Context: an optimization exercise on an open-source flow, tuned for small area. The choices shown serve that exercise and are no tape-out recipe.
The RTL was checked by simulation tests, not by an equivalence proof against the original design.
No activity file was given, so power comes from the tool's default toggle rates.

==> flow/design.v (outline; a module is shown in full before it is edited, if it fits) <==
// module dac_cond_channel: 77 lines
// module dac_cond_fa: 4 lines
// module dac_cond_ha: 4 lines
// module dac_cond_mul_a: 752 lines
// module dac_cond_mul_c: 685 lines
// module dac_output_conditioner: 76 lines
module dac_output_conditioner
#(
  parameter int DAC_DATA_WIDTH = 14,
  parameter int IN_DATA_WIDTH  = 16,
  parameter int GAIN_WIDTH     = 16
) (
  input  logic                             aclk,
  input  logic                             rst,
  input  logic signed [IN_DATA_WIDTH-1:0]  in_a,
  input  logic signed [IN_DATA_WIDTH-1:0]  in_b,
  input  logic signed [GAIN_WIDTH-1:0]     gain_a,
  input  logic signed [GAIN_WIDTH-1:0]     gain_b,
  input  logic signed [DAC_DATA_WIDTH-1:0] offset_a,
  input  logic signed [DAC_DATA_WIDTH-1:0] offset_b,
  input  logic                             enable_a,
  input  logic                             enable_b,
  input  logic [dac_cond_pkg::ENV_W-1:0]   ramp_step,
  input  logic                             sat_clr,
  output logic signed [DAC_DATA_WIDTH-1:0] dat_a_o,
  output logic signed [DAC_DATA_WIDTH-1:0] dat_b_o,
  output logic [1:0]                       state_a,
  output logic [1:0]                       state_b,
  output logic [dac_cond_pkg::SAT_CNT_W-1:0] sat_cnt_a,
  output logic [dac_cond_pkg::SAT_CNT_W-1:0] sat_cnt_b
);
  // ...
==> flow/run.sh <==
#!/bin/bash
# synth_recipe.tcl (not shown) runs the flow's synth.tcl, then flattens the netlist and writes it again
# the make line also repeats each setting of config.mk as NAME=value (left out here)
make -C /OpenROAD-flow-scripts/flow DESIGN_CONFIG=/design/flow/config.mk WORK_HOME=/design/flow/orfs CLKGATE_MAP_FILE= SYNTH_SCRIPT=/design/flow/synth_recipe.tcl finish
==> flow/config.mk <==
export PLATFORM = sky130hd
export DESIGN_NAME = dac_output_conditioner
export DESIGN_NICKNAME = dac_output_conditioner
export VERILOG_FILES = /design/flow/design.v
export SDC_FILE = /design/flow/constraint.sdc
export NUM_CORES = 4
export LEC_CHECK = 0
export CAP_MARGIN = 20
export CORE_MARGIN = 2
export CORE_UTILIZATION = 40
export SLEW_MARGIN = 20
export SYNTH_HIERARCHICAL = 1
==> flow/constraint.sdc <==
create_clock -name core_clock -period 8.0 [get_ports {aclk}]
set_input_delay 1.6000 -clock core_clock [delete_from_list [all_inputs] [get_ports {aclk}]]
set_output_delay 1.6000 -clock core_clock [all_outputs]
set_load 0.01 [all_outputs]
==> run notes, run 1 <==
- The count of unresolved DRC violations after routing is 0.
- For the sequential group, total power comes out at 1.83 mW.
- The fraction of final cell area spent on non-clock buffers in this run is under 10%.
- In this run the core area contains about 110 standard-cell rows.
- The y dimension of the die is about 300 um.
- Setup total negative slack on the finished layout was measured at 0 ns.
- The count of multi-input combinational gates is ~3.0k.
- The post-synthesis cell type count is 83.
- The number of hold buffers added after CTS was 0.
- The signed area change from the synthesized netlist to the final layout is 12.01%.
- After synthesis, the largest area contributor takes up a little under half of total cell area.
- The top achievable clock speed is 130.5 MHz.
- The worst hold slack is 0.3125 ns.
- The run finished with no timing, DRC or antenna violations.
- The total combinational power is 11.8 mW.
- The met1 routing resource usage after global routing is between 30% and 40%.
- The total buffers and inverters traversed by the critical path is 1.
- The first global-routing pass estimated roughly 150,000 um of wire.
- The fraction of synthesized area in multiplexers is less than 1%.
- The pin count of the biggest net entering global routing is 31.
- The total instance count after detailed placement is 4,818.
- In the routed layout, each cell is associated on average with a via count of about 5.2.
- The setup fix buffers added after clock tree synthesis is 0.
- The commonest cells after synthesis are sky130_fd_sc_hd__fa_1 (806), sky130_fd_sc_hd__nand2_1 (540), sky130_fd_sc_hd__nor2b_1 (482), sky130_fd_sc_hd__dfxtp_1 (196), sky130_fd_sc_hd__inv_1 (181).
- For this design the total switching power over the nets is 7.474 mW.
- After floorplanning, the core was sized to cover about 0.087 mm^2.
- The number of cells on the worst reg-to-reg path is 25.
- The pre-antenna-repair detailed-routing pass consisted of 5 iterations.
- Sequential cells account for between 10% and 20% of the total power.
- The number of antenna violations at the first check in global routing came to 1.
- The detailed router used layers up to and including met4.
- The synthesized netlist devotes between 7 and 8% of its cell area to compound gates.
- The detailed placement HPWL is approximately 76,000 um.
- The final critical-path setup slack is about 0.34 ns.
- The most numerous cell on the critical path is sky130_fd_sc_hd__fa_1.
- The via count of the routed design is ~25k.
- Counting flops and latches in the post-synthesis netlist gives 196.
- Routability-driven placement finished with a final weighted congestion of a little under 0.9.
- The multi-input gate share of the layout cell area is between 70% and 80%.
- The flow inserted approximately 1.2k tap cells.
- Global routing used a little over a fifth of the available tracks across all layers.
- For this configuration, the core starts out at a cell density of approximately two fifths.
==> module dac_cond_channel, before the edit <==
module dac_cond_channel
#(
  parameter int DAC_DATA_WIDTH = 14,
  parameter int IN_DATA_WIDTH  = 16,
  parameter int GAIN_WIDTH     = 16
) (
  input  logic                             clk_i,
  input  logic                             rst_i,
  input  logic                             kill_i,
  input  logic                             step_zero_i,
  input  logic signed [IN_DATA_WIDTH-1:0]  in_i,
  input  logic signed [GAIN_WIDTH-1:0]     gain_i,
  input  logic signed [DAC_DATA_WIDTH-1:0] offset_i,
  input  logic                             enable_i,
  input  logic [dac_cond_pkg::ENV_W-1:0]   ramp_step_i,
  input  logic                             sat_clr_i,
  output logic signed [DAC_DATA_WIDTH-1:0] dat_o,
  output logic [1:0]                       state_o,
  output logic [dac_cond_pkg::SAT_CNT_W-1:0] sat_cnt_o
);
  logic [1:0]        state_q;
  logic [13:0]       env_q;
  logic              on;
  logic [15:0]       env_x, step_x, env_r;
  logic              done;
  assign on     = state_q[1] & ~state_q[0];
  assign env_x  = {1'b0, on, env_q};
  assign step_x = {1'b0, ramp_step_i};
  assign env_r  = enable_i ? env_x + step_x : env_x - step_x;
  assign done   = step_zero_i | (enable_i ? (env_r[15:14] != 2'b00)
                                          : (env_r[15] | (env_r == 16'd0)));
  always_ff @(posedge clk_i) begin
    if (rst_i) begin
      state_q <= 2'b00;
      env_q   <= '0;
    end else begin
      state_q <= {enable_i == done, ~done};
      env_q   <= done ? 14'd0 : env_r[13:0];
    end
  end
    logic        [17:0] p2n_q, p2nd_q;    
  logic        [17:0] p2n_d;
  dac_cond_mul_a u_mul_a (.a(in_i), .b(gain_i), .o(offset_i), .yn(p2n_d));
  logic signed [17:0] m3;
  logic signed [17:0] p3;
  logic               sat;
  logic signed [13:0] c_q;
  logic               sat_q;
  logic signed [13:0] dat_q;
  dac_cond_mul_c u_mul_c (.pn(p2nd_q), .e(env_q), .y(m3));
  assign p3  = on ? $signed(~p2nd_q) : m3;
  assign sat = (p3[17:13] != 5'b00000) & (p3[17:13] != 5'b11111);
  always_ff @(posedge clk_i) begin
    p2n_q  <= p2n_d;
    p2nd_q <= p2n_q;
    c_q   <= sat ? {p3[17], {13{~p3[17]}}} : p3[13:0];
    sat_q <= sat;
  end
  always_ff @(posedge clk_i) begin
    if (rst_i | kill_i) begin
      dat_q <= '0;
    end else begin
      dat_q <= c_q;
    end
  end
  assign dat_o   = dat_q;
  assign state_o = state_q;
  logic [15:0] sat_cnt_q;
  always_ff @(posedge clk_i) begin
    if (rst_i | sat_clr_i) begin
      sat_cnt_q <= '0;
    end else if (sat_q & ~kill_i & ~&sat_cnt_q) begin
      sat_cnt_q <= sat_cnt_q + 1'b1;
    end
  end
  assign sat_cnt_o = sat_cnt_q;
endmodule
==> run 2: changes to the inputs <==
--- a/flow/design.v
+++ b/flow/design.v
@@ -60,17 +60,17 @@
   logic        [17:0] p2n_d;
   dac_cond_mul_a u_mul_a (.a(in_i), .b(gain_i), .o(offset_i), .yn(p2n_d));
   logic signed [17:0] m3;
   logic signed [17:0] p3;
   logic               sat;
   logic signed [13:0] c_q;
   logic               sat_q;
   logic signed [13:0] dat_q;
-  dac_cond_mul_c u_mul_c (.pn(p2nd_q), .e(env_q), .y(m3));
+  dac_cond_mul_c u_mul_c (.pn(p2nd_q), .en(~env_q), .y(m3));
   assign p3  = on ? $signed(~p2nd_q) : m3;
   assign sat = (p3[17:13] != 5'b00000) & (p3[17:13] != 5'b11111);
   always_ff @(posedge clk_i) begin
     p2n_q  <= p2n_d;
     p2nd_q <= p2n_q;
     c_q   <= sat ? {p3[17], {13{~p3[17]}}} : p3[13:0];
     sat_q <= sat;
   end
@@ -850,271 +850,271 @@
   wire k528 = (w346 & w358) | (w346 & k527) | (w358 & k527);
   wire [17:0] ra = {c513, w512, w508, w503, c497, c492, c486, c479, c471, c462, c452, c441, c429, c416, w402, c386, c372, w359};
   wire [17:0] rb = {w515, w514, w511, w507, w502, s497, s492, s486, s479, s471, s462, s452, s441, s429, s416, w401, s386, s372};
   wire [17:0] rs = ~((~ra) + (~rb) + {17'b0, ~k528});
   assign yn = {rs[17], rs[16], rs[15], rs[14], rs[13], rs[12], rs[11], rs[10], rs[9], rs[8], rs[7], rs[6], rs[5], rs[4], rs[3], rs[2], rs[1], rs[0]};
 endmodule
 module dac_cond_mul_c (
   input  logic [17:0] pn,
-  input  logic [13:0] e,
+  input  logic [13:0] en,
   output logic [17:0] y
 );
-  wire p0 = ~pn[0] & e[0];
-  wire p1 = ~pn[0] & e[1];
-  wire p2 = ~pn[0] & e[2];
-  wire p3 = ~pn[0] & e[3];
-  wire p4 = ~pn[0] & e[4];
-  wire p5 = ~pn[0] & e[5];
-  wire p6 = ~pn[0] & e[6];
-  wire p7 = ~pn[0] & e[7];
-  wire p8 = ~pn[0] & e[8];
-  wire p9 = ~pn[0] & e[9];
-  wire p10 = ~pn[0] & e[10];
-  wire p11 = ~pn[0] & e[11];
-  wire p12 = ~pn[0] & e[12];
-  wire p13 = ~pn[0] & e[13];
-  wire p14 = ~pn[1] & e[0];
-  wire p15 = ~pn[1] & e[1];
-  wire p16 = ~pn[1] & e[2];
-  wire p17 = ~pn[1] & e[3];
-  wire p18 = ~pn[1] & e[4];
-  wire p19 = ~pn[1] & e[5];
-  wire p20 = ~pn[1] & e[6];
-  wire p21 = ~pn[1] & e[7];
-  wire p22 = ~pn[1] & e[8];
-  wire p23 = ~pn[1] & e[9];
-  wire p24 = ~pn[1] & e[10];
-  wire p25 = ~pn[1] & e[11];
-  wire p26 = ~pn[1] & e[12];
-  wire p27 = ~pn[1] & e[13];
-  wire p28 = ~pn[2] & e[0];
-  wire p29 = ~pn[2] & e[1];
-  wire p30 = ~pn[2] & e[2];
-  wire p31 = ~pn[2] & e[3];
-  wire p32 = ~pn[2] & e[4];
-  wire p33 = ~pn[2] & e[5];
-  wire p34 = ~pn[2] & e[6];
-  wire p35 = ~pn[2] & e[7];
-  wire p36 = ~pn[2] & e[8];
-  wire p37 = ~pn[2] & e[9];
-  wire p38 = ~pn[2] & e[10];
-  wire p39 = ~pn[2] & e[11];
-  wire p40 = ~pn[2] & e[12];
-  wire p41 = ~pn[2] & e[13];
-  wire p42 = ~pn[3] & e[0];
-  wire p43 = ~pn[3] & e[1];
-  wire p44 = ~pn[3] & e[2];
-  wire p45 = ~pn[3] & e[3];
-  wire p46 = ~pn[3] & e[4];
-  wire p47 = ~pn[3] & e[5];
-  wire p48 = ~pn[3] & e[6];
-  wire p49 = ~pn[3] & e[7];
-  wire p50 = ~pn[3] & e[8];
-  wire p51 = ~pn[3] & e[9];
-  wire p52 = ~pn[3] & e[10];
-  wire p53 = ~pn[3] & e[11];
-  wire p54 = ~pn[3] & e[12];
-  wire p55 = ~pn[3] & e[13];
-  wire p56 = ~pn[4] & e[0];
-  wire p57 = ~pn[4] & e[1];
-  wire p58 = ~pn[4] & e[2];
-  wire p59 = ~pn[4] & e[3];
-  wire p60 = ~pn[4] & e[4];
-  wire p61 = ~pn[4] & e[5];
-  wire p62 = ~pn[4] & e[6];
-  wire p63 = ~pn[4] & e[7];
-  wire p64 = ~pn[4] & e[8];
-  wire p65 = ~pn[4] & e[9];
-  wire p66 = ~pn[4] & e[10];
-  wire p67 = ~pn[4] & e[11];
-  wire p68 = ~pn[4] & e[12];
-  wire p69 = ~pn[4] & e[13];
-  wire p70 = ~pn[5] & e[0];
-  wire p71 = ~pn[5] & e[1];
-  wire p72 = ~pn[5] & e[2];
-  wire p73 = ~pn[5] & e[3];
-  wire p74 = ~pn[5] & e[4];
-  wire p75 = ~pn[5] & e[5];
-  wire p76 = ~pn[5] & e[6];
-  wire p77 = ~pn[5] & e[7];
-  wire p78 = ~pn[5] & e[8];
-  wire p79 = ~pn[5] & e[9];
-  wire p80 = ~pn[5] & e[10];
-  wire p81 = ~pn[5] & e[11];
-  wire p82 = ~pn[5] & e[12];
-  wire p83 = ~pn[5] & e[13];
-  wire p84 = ~pn[6] & e[0];
-  wire p85 = ~pn[6] & e[1];
-  wire p86 = ~pn[6] & e[2];
-  wire p87 = ~pn[6] & e[3];
-  wire p88 = ~pn[6] & e[4];
-  wire p89 = ~pn[6] & e[5];
-  wire p90 = ~pn[6] & e[6];
-  wire p91 = ~pn[6] & e[7];
-  wire p92 = ~pn[6] & e[8];
-  wire p93 = ~pn[6] & e[9];
-  wire p94 = ~pn[6] & e[10];
-  wire p95 = ~pn[6] & e[11];
-  wire p96 = ~pn[6] & e[12];
-  wire p97 = ~pn[6] & e[13];
-  wire p98 = ~pn[7] & e[0];
-  wire p99 = ~pn[7] & e[1];
-  wire p100 = ~pn[7] & e[2];
-  wire p101 = ~pn[7] & e[3];
-  wire p102 = ~pn[7] & e[4];
-  wire p103 = ~pn[7] & e[5];
-  wire p104 = ~pn[7] & e[6];
-  wire p105 = ~pn[7] & e[7];
-  wire p106 = ~pn[7] & e[8];
-  wire p107 = ~pn[7] & e[9];
-  wire p108 = ~pn[7] & e[10];
-  wire p109 = ~pn[7] & e[11];
-  wire p110 = ~pn[7] & e[12];
-  wire p111 = ~pn[7] & e[13];
-  wire p112 = ~pn[8] & e[0];
-  wire p113 = ~pn[8] & e[1];
-  wire p114 = ~pn[8] & e[2];
-  wire p115 = ~pn[8] & e[3];
-  wire p116 = ~pn[8] & e[4];
-  wire p117 = ~pn[8] & e[5];
-  wire p118 = ~pn[8] & e[6];
-  wire p119 = ~pn[8] & e[7];
-  wire p120 = ~pn[8] & e[8];
-  wire p121 = ~pn[8] & e[9];
-  wire p122 = ~pn[8] & e[10];
-  wire p123 = ~pn[8] & e[11];
-  wire p124 = ~pn[8] & e[12];
-  wire p125 = ~pn[8] & e[13];
-  wire p126 = ~pn[9] & e[0];
-  wire p127 = ~pn[9] & e[1];
-  wire p128 = ~pn[9] & e[2];
-  wire p129 = ~pn[9] & e[3];
-  wire p130 = ~pn[9] & e[4];
-  wire p131 = ~pn[9] & e[5];
-  wire p132 = ~pn[9] & e[6];
-  wire p133 = ~pn[9] & e[7];
-  wire p134 = ~pn[9] & e[8];
-  wire p135 = ~pn[9] & e[9];
-  wire p136 = ~pn[9] & e[10];
-  wire p137 = ~pn[9] & e[11];
-  wire p138 = ~pn[9] & e[12];
-  wire p139 = ~pn[9] & e[13];
-  wire p140 = ~pn[10] & e[0];
-  wire p141 = ~pn[10] & e[1];
-  wire p142 = ~pn[10] & e[2];
-  wire p143 = ~pn[10] & e[3];
-  wire p144 = ~pn[10] & e[4];
-  wire p145 = ~pn[10] & e[5];
-  wire p146 = ~pn[10] & e[6];
-  wire p147 = ~pn[10] & e[7];
-  wire p148 = ~pn[10] & e[8];
-  wire p149 = ~pn[10] & e[9];
-  wire p150 = ~pn[10] & e[10];
-  wire p151 = ~pn[10] & e[11];
-  wire p152 = ~pn[10] & e[12];
-  wire p153 = ~pn[10] & e[13];
-  wire p154 = ~pn[11] & e[0];
-  wire p155 = ~pn[11] & e[1];
-  wire p156 = ~pn[11] & e[2];
-  wire p157 = ~pn[11] & e[3];
-  wire p158 = ~pn[11] & e[4];
-  wire p159 = ~pn[11] & e[5];
-  wire p160 = ~pn[11] & e[6];
-  wire p161 = ~pn[11] & e[7];
-  wire p162 = ~pn[11] & e[8];
-  wire p163 = ~pn[11] & e[9];
-  wire p164 = ~pn[11] & e[10];
-  wire p165 = ~pn[11] & e[11];
-  wire p166 = ~pn[11] & e[12];
-  wire p167 = ~pn[11] & e[13];
-  wire p168 = ~pn[12] & e[0];
-  wire p169 = ~pn[12] & e[1];
-  wire p170 = ~pn[12] & e[2];
-  wire p171 = ~pn[12] & e[3];
-  wire p172 = ~pn[12] & e[4];
-  wire p173 = ~pn[12] & e[5];
-  wire p174 = ~pn[12] & e[6];
-  wire p175 = ~pn[12] & e[7];
-  wire p176 = ~pn[12] & e[8];
-  wire p177 = ~pn[12] & e[9];
-  wire p178 = ~pn[12] & e[10];
-  wire p179 = ~pn[12] & e[11];
-  wire p180 = ~pn[12] & e[12];
-  wire p181 = ~pn[12] & e[13];
-  wire p182 = ~pn[13] & e[0];
-  wire p183 = ~pn[13] & e[1];
-  wire p184 = ~pn[13] & e[2];
-  wire p185 = ~pn[13] & e[3];
-  wire p186 = ~pn[13] & e[4];
-  wire p187 = ~pn[13] & e[5];
-  wire p188 = ~pn[13] & e[6];
-  wire p189 = ~pn[13] & e[7];
-  wire p190 = ~pn[13] & e[8];
-  wire p191 = ~pn[13] & e[9];
-  wire p192 = ~pn[13] & e[10];
-  wire p193 = ~pn[13] & e[11];
-  wire p194 = ~pn[13] & e[12];
-  wire p195 = ~pn[13] & e[13];
-  wire p196 = ~pn[14] & e[0];
-  wire p197 = ~pn[14] & e[1];
-  wire p198 = ~pn[14] & e[2];
-  wire p199 = ~pn[14] & e[3];
-  wire p200 = ~pn[14] & e[4];
-  wire p201 = ~pn[14] & e[5];
-  wire p202 = ~pn[14] & e[6];
-  wire p203 = ~pn[14] & e[7];
-  wire p204 = ~pn[14] & e[8];
-  wire p205 = ~pn[14] & e[9];
-  wire p206 = ~pn[14] & e[10];
-  wire p207 = ~pn[14] & e[11];
-  wire p208 = ~pn[14] & e[12];
-  wire p209 = ~pn[14] & e[13];
-  wire p210 = ~pn[15] & e[0];
-  wire p211 = ~pn[15] & e[1];
-  wire p212 = ~pn[15] & e[2];
-  wire p213 = ~pn[15] & e[3];
-  wire p214 = ~pn[15] & e[4];
-  wire p215 = ~pn[15] & e[5];
-  wire p216 = ~pn[15] & e[6];
-  wire p217 = ~pn[15] & e[7];
-  wire p218 = ~pn[15] & e[8];
-  wire p219 = ~pn[15] & e[9];
-  wire p220 = ~pn[15] & e[10];
-  wire p221 = ~pn[15] & e[11];
-  wire p222 = ~pn[15] & e[12];
-  wire p223 = ~pn[15] & e[13];
-  wire p224 = ~pn[16] & e[0];
-  wire p225 = ~pn[16] & e[1];
-  wire p226 = ~pn[16] & e[2];
-  wire p227 = ~pn[16] & e[3];
-  wire p228 = ~pn[16] & e[4];
-  wire p229 = ~pn[16] & e[5];
-  wire p230 = ~pn[16] & e[6];
-  wire p231 = ~pn[16] & e[7];
-  wire p232 = ~pn[16] & e[8];
-  wire p233 = ~pn[16] & e[9];
-  wire p234 = ~pn[16] & e[10];
-  wire p235 = ~pn[16] & e[11];
-  wire p236 = ~pn[16] & e[12];
-  wire p237 = ~pn[16] & e[13];
-  wire p238 = ~(~pn[17] & e[0]);
-  wire p239 = ~(~pn[17] & e[1]);
-  wire p240 = ~(~pn[17] & e[2]);
-  wire p241 = ~(~pn[17] & e[3]);
-  wire p242 = ~(~pn[17] & e[4]);
-  wire p243 = ~(~pn[17] & e[5]);
-  wire p244 = ~(~pn[17] & e[6]);
-  wire p245 = ~(~pn[17] & e[7]);
-  wire p246 = ~(~pn[17] & e[8]);
-  wire p247 = ~(~pn[17] & e[9]);
-  wire p248 = ~(~pn[17] & e[10]);
-  wire p249 = ~(~pn[17] & e[11]);
-  wire p250 = ~(~pn[17] & e[12]);
-  wire p251 = ~(~pn[17] & e[13]);
+  wire p0 = ~pn[0] & ~en[0];
+  wire p1 = ~pn[0] & ~en[1];
+  wire p2 = ~pn[0] & ~en[2];
+  wire p3 = ~pn[0] & ~en[3];
+  wire p4 = ~pn[0] & ~en[4];
+  wire p5 = ~pn[0] & ~en[5];
+  wire p6 = ~pn[0] & ~en[6];
+  wire p7 = ~pn[0] & ~en[7];
+  wire p8 = ~pn[0] & ~en[8];
+  wire p9 = ~pn[0] & ~en[9];
+  wire p10 = ~pn[0] & ~en[10];
+  wire p11 = ~pn[0] & ~en[11];
+  wire p12 = ~pn[0] & ~en[12];
+  wire p13 = ~pn[0] & ~en[13];
+  wire p14 = ~pn[1] & ~en[0];
+  wire p15 = ~pn[1] & ~en[1];
+  wire p16 = ~pn[1] & ~en[2];
+  wire p17 = ~pn[1] & ~en[3];
+  wire p18 = ~pn[1] & ~en[4];
+  wire p19 = ~pn[1] & ~en[5];
+  wire p20 = ~pn[1] & ~en[6];
+  wire p21 = ~pn[1] & ~en[7];
+  wire p22 = ~pn[1] & ~en[8];
+  wire p23 = ~pn[1] & ~en[9];
+  wire p24 = ~pn[1] & ~en[10];
+  wire p25 = ~pn[1] & ~en[11];
+  wire p26 = ~pn[1] & ~en[12];
+  wire p27 = ~pn[1] & ~en[13];
+  wire p28 = ~pn[2] & ~en[0];
+  wire p29 = ~pn[2] & ~en[1];
+  wire p30 = ~pn[2] & ~en[2];
+  wire p31 = ~pn[2] & ~en[3];
+  wire p32 = ~pn[2] & ~en[4];
+  wire p33 = ~pn[2] & ~en[5];
+  wire p34 = ~pn[2] & ~en[6];
+  wire p35 = ~pn[2] & ~en[7];
+  wire p36 = ~pn[2] & ~en[8];
+  wire p37 = ~pn[2] & ~en[9];
+  wire p38 = ~pn[2] & ~en[10];
+  wire p39 = ~pn[2] & ~en[11];
+  wire p40 = ~pn[2] & ~en[12];
+  wire p41 = ~pn[2] & ~en[13];
+  wire p42 = ~pn[3] & ~en[0];
+  wire p43 = ~pn[3] & ~en[1];
+  wire p44 = ~pn[3] & ~en[2];
+  wire p45 = ~pn[3] & ~en[3];
+  wire p46 = ~pn[3] & ~en[4];
+  wire p47 = ~pn[3] & ~en[5];
+  wire p48 = ~pn[3] & ~en[6];
+  wire p49 = ~pn[3] & ~en[7];
+  wire p50 = ~pn[3] & ~en[8];
+  wire p51 = ~pn[3] & ~en[9];
+  wire p52 = ~pn[3] & ~en[10];
+  wire p53 = ~pn[3] & ~en[11];
+  wire p54 = ~pn[3] & ~en[12];
+  wire p55 = ~pn[3] & ~en[13];
+  wire p56 = ~pn[4] & ~en[0];
+  wire p57 = ~pn[4] & ~en[1];
+  wire p58 = ~pn[4] & ~en[2];
+  wire p59 = ~pn[4] & ~en[3];
+  wire p60 = ~pn[4] & ~en[4];
+  wire p61 = ~pn[4] & ~en[5];
+  wire p62 = ~pn[4] & ~en[6];
+  wire p63 = ~pn[4] & ~en[7];
+  wire p64 = ~pn[4] & ~en[8];
+  wire p65 = ~pn[4] & ~en[9];
+  wire p66 = ~pn[4] & ~en[10];
+  wire p67 = ~pn[4] & ~en[11];
+  wire p68 = ~pn[4] & ~en[12];
+  wire p69 = ~pn[4] & ~en[13];
+  wire p70 = ~pn[5] & ~en[0];
+  wire p71 = ~pn[5] & ~en[1];
+  wire p72 = ~pn[5] & ~en[2];
+  wire p73 = ~pn[5] & ~en[3];
+  wire p74 = ~pn[5] & ~en[4];
+  wire p75 = ~pn[5] & ~en[5];
+  wire p76 = ~pn[5] & ~en[6];
+  wire p77 = ~pn[5] & ~en[7];
+  wire p78 = ~pn[5] & ~en[8];
+  wire p79 = ~pn[5] & ~en[9];
+  wire p80 = ~pn[5] & ~en[10];
+  wire p81 = ~pn[5] & ~en[11];
+  wire p82 = ~pn[5] & ~en[12];
+  wire p83 = ~pn[5] & ~en[13];
+  wire p84 = ~pn[6] & ~en[0];
+  wire p85 = ~pn[6] & ~en[1];
+  wire p86 = ~pn[6] & ~en[2];
+  wire p87 = ~pn[6] & ~en[3];
+  wire p88 = ~pn[6] & ~en[4];
+  wire p89 = ~pn[6] & ~en[5];
+  wire p90 = ~pn[6] & ~en[6];
+  wire p91 = ~pn[6] & ~en[7];
+  wire p92 = ~pn[6] & ~en[8];
+  wire p93 = ~pn[6] & ~en[9];
+  wire p94 = ~pn[6] & ~en[10];
+  wire p95 = ~pn[6] & ~en[11];
+  wire p96 = ~pn[6] & ~en[12];
+  wire p97 = ~pn[6] & ~en[13];
+  wire p98 = ~pn[7] & ~en[0];
+  wire p99 = ~pn[7] & ~en[1];
+  wire p100 = ~pn[7] & ~en[2];
+  wire p101 = ~pn[7] & ~en[3];
+  wire p102 = ~pn[7] & ~en[4];
+  wire p103 = ~pn[7] & ~en[5];
+  wire p104 = ~pn[7] & ~en[6];
+  wire p105 = ~pn[7] & ~en[7];
+  wire p106 = ~pn[7] & ~en[8];
+  wire p107 = ~pn[7] & ~en[9];
+  wire p108 = ~pn[7] & ~en[10];
+  wire p109 = ~pn[7] & ~en[11];
+  wire p110 = ~pn[7] & ~en[12];
+  wire p111 = ~pn[7] & ~en[13];
+  wire p112 = ~pn[8] & ~en[0];
+  wire p113 = ~pn[8] & ~en[1];
+  wire p114 = ~pn[8] & ~en[2];
+  wire p115 = ~pn[8] & ~en[3];
+  wire p116 = ~pn[8] & ~en[4];
+  wire p117 = ~pn[8] & ~en[5];
+  wire p118 = ~pn[8] & ~en[6];
+  wire p119 = ~pn[8] & ~en[7];
+  wire p120 = ~pn[8] & ~en[8];
+  wire p121 = ~pn[8] & ~en[9];
+  wire p122 = ~pn[8] & ~en[10];
+  wire p123 = ~pn[8] & ~en[11];
+  wire p124 = ~pn[8] & ~en[12];
+  wire p125 = ~pn[8] & ~en[13];
+  wire p126 = ~pn[9] & ~en[0];
+  wire p127 = ~pn[9] & ~en[1];
+  wire p128 = ~pn[9] & ~en[2];
+  wire p129 = ~pn[9] & ~en[3];
+  wire p130 = ~pn[9] & ~en[4];
+  wire p131 = ~pn[9] & ~en[5];
+  wire p132 = ~pn[9] & ~en[6];
+  wire p133 = ~pn[9] & ~en[7];
+  wire p134 = ~pn[9] & ~en[8];
+  wire p135 = ~pn[9] & ~en[9];
+  wire p136 = ~pn[9] & ~en[10];
+  wire p137 = ~pn[9] & ~en[11];
+  wire p138 = ~pn[9] & ~en[12];
+  wire p139 = ~pn[9] & ~en[13];
+  wire p140 = ~pn[10] & ~en[0];
+  wire p141 = ~pn[10] & ~en[1];
+  wire p142 = ~pn[10] & ~en[2];
+  wire p143 = ~pn[10] & ~en[3];
+  wire p144 = ~pn[10] & ~en[4];
+  wire p145 = ~pn[10] & ~en[5];
+  wire p146 = ~pn[10] & ~en[6];
+  wire p147 = ~pn[10] & ~en[7];
+  wire p148 = ~pn[10] & ~en[8];
+  wire p149 = ~pn[10] & ~en[9];
+  wire p150 = ~pn[10] & ~en[10];
+  wire p151 = ~pn[10] & ~en[11];
+  wire p152 = ~pn[10] & ~en[12];
+  wire p153 = ~pn[10] & ~en[13];
+  wire p154 = ~pn[11] & ~en[0];
+  wire p155 = ~pn[11] & ~en[1];
+  wire p156 = ~pn[11] & ~en[2];
+  wire p157 = ~pn[11] & ~en[3];
+  wire p158 = ~pn[11] & ~en[4];
+  wire p159 = ~pn[11] & ~en[5];
+  wire p160 = ~pn[11] & ~en[6];
+  wire p161 = ~pn[11] & ~en[7];
+  wire p162 = ~pn[11] & ~en[8];
+  wire p163 = ~pn[11] & ~en[9];
+  wire p164 = ~pn[11] & ~en[10];
+  wire p165 = ~pn[11] & ~en[11];
+  wire p166 = ~pn[11] & ~en[12];
+  wire p167 = ~pn[11] & ~en[13];
+  wire p168 = ~pn[12] & ~en[0];
+  wire p169 = ~pn[12] & ~en[1];
+  wire p170 = ~pn[12] & ~en[2];
+  wire p171 = ~pn[12] & ~en[3];
+  wire p172 = ~pn[12] & ~en[4];
+  wire p173 = ~pn[12] & ~en[5];
+  wire p174 = ~pn[12] & ~en[6];
+  wire p175 = ~pn[12] & ~en[7];
+  wire p176 = ~pn[12] & ~en[8];
+  wire p177 = ~pn[12] & ~en[9];
+  wire p178 = ~pn[12] & ~en[10];
+  wire p179 = ~pn[12] & ~en[11];
+  wire p180 = ~pn[12] & ~en[12];
+  wire p181 = ~pn[12] & ~en[13];
+  wire p182 = ~pn[13] & ~en[0];
+  wire p183 = ~pn[13] & ~en[1];
+  wire p184 = ~pn[13] & ~en[2];
+  wire p185 = ~pn[13] & ~en[3];
+  wire p186 = ~pn[13] & ~en[4];
+  wire p187 = ~pn[13] & ~en[5];
+  wire p188 = ~pn[13] & ~en[6];
+  wire p189 = ~pn[13] & ~en[7];
+  wire p190 = ~pn[13] & ~en[8];
+  wire p191 = ~pn[13] & ~en[9];
+  wire p192 = ~pn[13] & ~en[10];
+  wire p193 = ~pn[13] & ~en[11];
+  wire p194 = ~pn[13] & ~en[12];
+  wire p195 = ~pn[13] & ~en[13];
+  wire p196 = ~pn[14] & ~en[0];
+  wire p197 = ~pn[14] & ~en[1];
+  wire p198 = ~pn[14] & ~en[2];
+  wire p199 = ~pn[14] & ~en[3];
+  wire p200 = ~pn[14] & ~en[4];
+  wire p201 = ~pn[14] & ~en[5];
+  wire p202 = ~pn[14] & ~en[6];
+  wire p203 = ~pn[14] & ~en[7];
+  wire p204 = ~pn[14] & ~en[8];
+  wire p205 = ~pn[14] & ~en[9];
+  wire p206 = ~pn[14] & ~en[10];
+  wire p207 = ~pn[14] & ~en[11];
+  wire p208 = ~pn[14] & ~en[12];
+  wire p209 = ~pn[14] & ~en[13];
+  wire p210 = ~pn[15] & ~en[0];
+  wire p211 = ~pn[15] & ~en[1];
+  wire p212 = ~pn[15] & ~en[2];
+  wire p213 = ~pn[15] & ~en[3];
+  wire p214 = ~pn[15] & ~en[4];
+  wire p215 = ~pn[15] & ~en[5];
+  wire p216 = ~pn[15] & ~en[6];
+  wire p217 = ~pn[15] & ~en[7];
+  wire p218 = ~pn[15] & ~en[8];
+  wire p219 = ~pn[15] & ~en[9];
+  wire p220 = ~pn[15] & ~en[10];
+  wire p221 = ~pn[15] & ~en[11];
+  wire p222 = ~pn[15] & ~en[12];
+  wire p223 = ~pn[15] & ~en[13];
+  wire p224 = ~pn[16] & ~en[0];
+  wire p225 = ~pn[16] & ~en[1];
+  wire p226 = ~pn[16] & ~en[2];
+  wire p227 = ~pn[16] & ~en[3];
+  wire p228 = ~pn[16] & ~en[4];
+  wire p229 = ~pn[16] & ~en[5];
+  wire p230 = ~pn[16] & ~en[6];
+  wire p231 = ~pn[16] & ~en[7];
+  wire p232 = ~pn[16] & ~en[8];
+  wire p233 = ~pn[16] & ~en[9];
+  wire p234 = ~pn[16] & ~en[10];
+  wire p235 = ~pn[16] & ~en[11];
+  wire p236 = ~pn[16] & ~en[12];
+  wire p237 = ~pn[16] & ~en[13];
+  wire p238 = ~(~pn[17] & ~en[0]);
+  wire p239 = ~(~pn[17] & ~en[1]);
+  wire p240 = ~(~pn[17] & ~en[2]);
+  wire p241 = ~(~pn[17] & ~en[3]);
+  wire p242 = ~(~pn[17] & ~en[4]);
+  wire p243 = ~(~pn[17] & ~en[5]);
+  wire p244 = ~(~pn[17] & ~en[6]);
+  wire p245 = ~(~pn[17] & ~en[7]);
+  wire p246 = ~(~pn[17] & ~en[8]);
+  wire p247 = ~(~pn[17] & ~en[9]);
+  wire p248 = ~(~pn[17] & ~en[10]);
+  wire p249 = ~(~pn[17] & ~en[11]);
+  wire p250 = ~(~pn[17] & ~en[12]);
+  wire p251 = ~(~pn[17] & ~en[13]);
   wire s252, c252;
   dac_cond_ha u252 (.a(p2), .b(p15), .s(s252), .co(c252));
   wire s253, c253;
   dac_cond_fa u253 (.a(p3), .b(p16), .c(p29), .s(s253), .co(c253));
   wire s254, c254;
   dac_cond_ha u254 (.a(p42), .b(c252), .s(s254), .co(c254));
   wire s255, c255;
   dac_cond_fa u255 (.a(p4), .b(p17), .c(p30), .s(s255), .co(c255));
==> run 2 against run 1 <==
Against the previous run: still clean; non-clock buffer count is 40 higher; clock-buffer cell count fell by 1; area after synthesis is 2.5% lower; sequential power is essentially flat; sequential cell count is the same; combinational power increased by 14%; critical path type unchanged; critical endpoint is now u_ch_b.c_q[0].
==> run notes, run 2 <==
- The run finished with no timing, DRC or antenna violations.
- The predominant post-synthesis flop cell is sky130_fd_sc_hd__dfxtp_1.
- The final layout contains between 4k and 5k nets.
- The final period utilization is between 90 and 100%.
- The part of the total power dissipated in the clock network is between 5 and 6%.
- The synthesized netlist cell count is approximately 3.6k.
- The post-cts hold buffer count is 0 (unchanged).
- The total instance count after detailed placement is 4,890 (+1.5%).
- The clock sink total is 196.
- Summing the sequential cell areas from Yosys gives 11.45% of the chip area.
- Dividing the detail-routed wire length by the instance count gives between 15 and 20 um.
- The remaining max-slew budget at the tightest pin is 50.05%.
- The wire length of the first global-routing pass came to 153,800 um (+0.90%).
- The detailed-routing iteration count for the pre-antenna-repair pass is 7 (+2).
- The number of global-route vias before repair is between 20k and 30k.
- The cell with the most instances after synthesis is sky130_fd_sc_hd__fa_1.
- The combined global-route utilization of all metal layers came to 22.53% (+0.96 points).
- The shortest period the worst path allows is around 7.5 ns.
- Registers take roughly 0.004 mm^2.
- Between clock sinks in the finished design, the worst skew comes to between 0.02 and 0.03 ns.
- The footprint of the multi-input gates is approximately 0.029 mm^2.
- The power density normalized to cell area is between 400 and 500 mW/mm^2.
- For this design the top-level I/O count stands at between 150 and 200.
- The root buffer selected by CTS is sky130_fd_sc_hd__clkbuf_16.
- The largest single stage delay on the critical path is about 0.54 ns.
- The number of pins exceeding their max-slew limit in the final report was 0.
- The Yosys step of the flow raised 8 warnings.
- Prior to clock tree synthesis, the placed netlist has a worst setup slack of -0.06717 ns.
- STA puts the critical path data required time at between 8 and 9 ns.
- The most frequent standard cell in the layout excluding fill and tap cells is sky130_fd_sc_hd__fa_1.
- The pin count of the biggest net entering global routing was 31 (unchanged).
- Across the VDD grid, the largest voltage drop is between 0.3 and 0.4 mV.
- The total length of routed wires is around 97,000 um.
- STA classifies the critical path endpoint as a register.
- Once detail routing completed, the nets flagged for antenna violations numbered 0.
- Of all cell types, the one taking the most synthesized area is sky130_fd_sc_hd__fa_1.
- The leftover overflow at the end of global routing is 0.
- The combinational share of power is a little over four fifths.
- Input and output buffers added on the ports amount to roughly 180.
- The total buffers and inverters traversed by the critical path was 3 (+2).
- The fraction of final layout cells sized beyond drive strength 1 is a little under 9%.
- Counting the buffers created by CTS gives 17.
- The number of synthesized register bits is 196 (unchanged).
- The net count after synthesis is 4,695.
- The per-cell via count in the routed design is 5.270 (+1.0%).
- The library cells used most frequently in the layout, excluding fill and tap cells, are sky130_fd_sc_hd__fa_1 (805), sky130_fd_sc_hd__nor2_1 (606), sky130_fd_sc_hd__nand2_1 (520).
- The arrival time reported for the critical path endpoint is 7.80 ns.
- The proportion of netlist area held by the largest area contributor is 47.09% (+1.2 points).
- Of the total power, the share spent switching nets is between 50% and 60%.
- Cells fill about 46% of the core in the end.
- The count of unresolved DRC violations after routing is 0 (unchanged).
- The via count of the routed design came to 26.04k (+2.9%).
- The setup TNS is 0 ns (unchanged).
- The slowest stage of the critical path belongs to the cell sky130_fd_sc_hd__fa_1.
- The final count of negative-setup-slack endpoints is 0.
- The clock reaches the later pin of the worst-skew pair after 0.49 ns.
- The synthesized area per cell is 9.507 um^2.
- The detailed placement HPWL is 77,660 um (+2.4%).
- The global placement routability congestion is 0.9150 (+3.6%).
- The count of standard-cell rows is 107 (-0.93%).
- The number of hold violations in the final report is 0.
- CTS built an H-tree with a depth of 4.
- The net switching power of the design came to 8.348 mW (+12%).
- Of all nets on the critical path, the largest fanout is 13.
- The cell area that synthesis handed to floorplanning was ~0.034 mm^2.
- The most numerous cell on the critical path is sky130_fd_sc_hd__fa_1.
- Cell internal power was estimated by the tool at 7.767 mW.
- The starting DRC count in detailed routing is roughly 1.9k.
- The clock passes through at most 2 buffers.
- The y dimension of the die is 296.7 um (-1.2%).
- The post-synthesis cell type count is 78 (-6.0%).
- The signed area change from the synthesized netlist to the final layout is 13.06%.
- The overall die area is about 0.088 mm^2.
- The clock-pin slew reported for the worst setup and hold paths after clock tree synthesis is around 0.11 ns.
- The number of antenna violations at the first check in global routing is 6 (+5).
- The die span in x is ~300 um.
- The power share of the sequential group is 11.2% (-1.4 points).
- The core box area came to 0.08501 mm^2 (-2.2%).
- The reported leakage power is around 17 nW.
- At the pin with the least slew margin, the transition time is between 0.7 and 0.8 ns.
- The CTS tree is built.
- Sorting the synthesized cells by how often they occur yields sky130_fd_sc_hd__fa_1 (806), sky130_fd_sc_hd__nor2_1 (608), sky130_fd_sc_hd__nand2_1 (520), sky130_fd_sc_hd__inv_1 (239), sky130_fd_sc_hd__dfxtp_1 (196).
- In the post-synthesis netlist, the biggest area contributors are sky130_fd_sc_hd__fa_1 (47%), sky130_fd_sc_hd__dfxtp_1 (11%), sky130_fd_sc_hd__nor2_1 (6.7%).
- The final critical-path setup slack was 0.5243 ns (+0.1854 ns).
- The cell family contributing the most delay on the critical path is adder cells.
- The nature of the critical path startpoint is a register.
- The post-synthesis async set-or-reset flop share is 0%.
- For this run, the number of standard cells in the final layout without fillers is 4,941.
- The kind of critical path is reg -> reg.
- The max-capacitance violation count is 0.
- The initial standard-cell utilization of the core is 40.30% (-0.15 points).
- The worst hold slack was 0.3181 ns (+0.005645 ns).
- The top achievable clock speed is 133.8 MHz (+2.5%).
- The number of synthesized flops with an enable pin is 0.
- Fill cells in the final layout number about 8.2k.
- The min-delay analysis places its worst path in the category reg -> reg.
==> run 2: cell count changes after synthesis, moves of 10 or more <==
cell,previous run,this run
sky130_fd_sc_hd__nor2b_1,482,22
sky130_fd_sc_hd__xor2_1,83,65
sky130_fd_sc_hd__or2_2,8,34
sky130_fd_sc_hd__nor3_1,25,43
sky130_fd_sc_hd__nor2_1,112,608
sky130_fd_sc_hd__or3_1,6,18
sky130_fd_sc_hd__clkbuf_1,144,180
sky130_fd_sc_hd__a21o_1,33,19
sky130_fd_sc_hd__nand2b_1,71,41
sky130_fd_sc_hd__nand2_1,540,520
sky130_fd_sc_hd__nor2_2,20,8
sky130_fd_sc_hd__inv_1,181,239
sky130_fd_sc_hd__a211oi_1,18,8
==> run 2: kinds of logic after synthesis <==
logic type | after synthesis | synth area share, %
XOR/XNOR | 109 | 2.786
AND/OR/NAND/NOR | 1512 | 19.51
buffers and inverters | 435 | 4.933
multiplexers | 14 | 0.5112
AO/OA/AOI/OAI | 343 | 6.894
adder cells (fa/ha/maj) | 995 | 53.91
flip-flops | 196 | 11.45
==> run 2: per-layer routing <==
metal	up-vias	GRT usage [%]	share of wire, %	wire, um
met5	-	0	0.047	45
li1	11770	-	-	-
met3	150	4.901	7.8	7556
met4	6	6.615	2.6	2505
met1	13110	31.71	45	43210
met2	1000	34.94	45	43320
==> run 2: what timing repair did <==
action / in CTS / in global routing
endpoints found under the hold margin: 0 / 0
pin swaps: 0 / 6
setup endpoints to repair: 13 / 27
cloned: 0 / 0
gates resized for setup: 3 / 31
buffers inserted: 0 / 17
==> run 2: stage by stage <==
step,total power [mW],instance area [um^2]
after CTS,16.04,38560
after floorplan,11.37,34260
final,16.12,38740
after global routing,17.91,38740
after global placement,14.86,37940
after detailed placement,15.04,37940
==> run 2: path summary, 6_finish.rpt <==
kind / startpoint / to / slack [ns] / depth (start not counted)
max: u_ch_b.env_q[7] / u_ch_b.c_q[0] / 0.52 / 28
min: u_ch_a.p2n_q[4] / u_ch_a.p2nd_q[4] / 0.32 / 0
max reg2reg: u_ch_b.env_q[7] / u_ch_b.c_q[0] / 0.52 / 28
min reg2reg: u_ch_a.p2n_q[4] / u_ch_a.p2nd_q[4] / 0.32 / 0
==> run 2: per-module statistics from Yosys, one instance, submodules excluded, excerpt <==
| module | copies in the design | cell area [um^2] | flip-flops and latches | cells inside |
|---|---|---|---|---|
| dac_cond_mul_c | 2 | 2177 | 0 | 442 |
| dac_cond_mul_a | 2 | 2601 | 0 | 495 |
| dac_cond_ha | 36 | 12.51 | 0 | 1 |
| dac_cond_fa | 796 | 20.02 | 0 | 1 |
| dac_output_conditioner | 1 | 131.4 | 2 | 16 |
==> run 2: layout make-up <==
type                    count  area share (%)
clock inverters            15          0.4877
repair buffers            353           8.133
diodes                      2         0.01292
clock buffers              17           1.098
multi-input cells        2973           74.00
flip-flops and latches    196           10.16
well taps                1144           3.695
inverters                 241           2.413
==> run 2: power groups by stage <==
stage          logic, mW  clock network, mW  registers [mW]
6_report            13.4              0.906            1.80
5_1_grt             15.1              0.963            1.83
4_1_cts             13.3              0.928            1.79
3_5_place_dp        13.2                  0            1.81
3_3_place_gp        13.1                  0            1.81
2_1_floorplan       9.76                  0            1.62

==> separate check: timing with driven ports <==
How much do the figures lean on ideal ports? The routed layouts below were timed once more, with nothing changed but the port constraints.
Step 1 sets driving cells, clkbuf_16 on the clock port and buf_2 on the other inputs (assumed; they add their load-dependent delay and slew).
Step 2 moves the port delays by t, midway between the first and last clock arrival at a register: inputs arrive t later, outputs are due t later. That takes back most of the time a late clock gives input paths.
Three values: ideal, step 1, step 2; two values: the first two.
run	shift t [ns]	setup slack, ns	worst register clock-pin slew, ns	worst data-port slew with drivers (ns)	cell pins on the clock port's net
run 1	0.551	0.339 / 0.339 / 0.119	0.09 / 0.09	0.07	1
run 2	0.526	0.524 / 0.524 / 0.063	0.11 / 0.11	0.21	1
After both steps setup and hold are still met in every run listed. For run 2, which loses most, drivers alone change the setup slack by 0.000 ns; drivers and shift together by -0.461 ns.
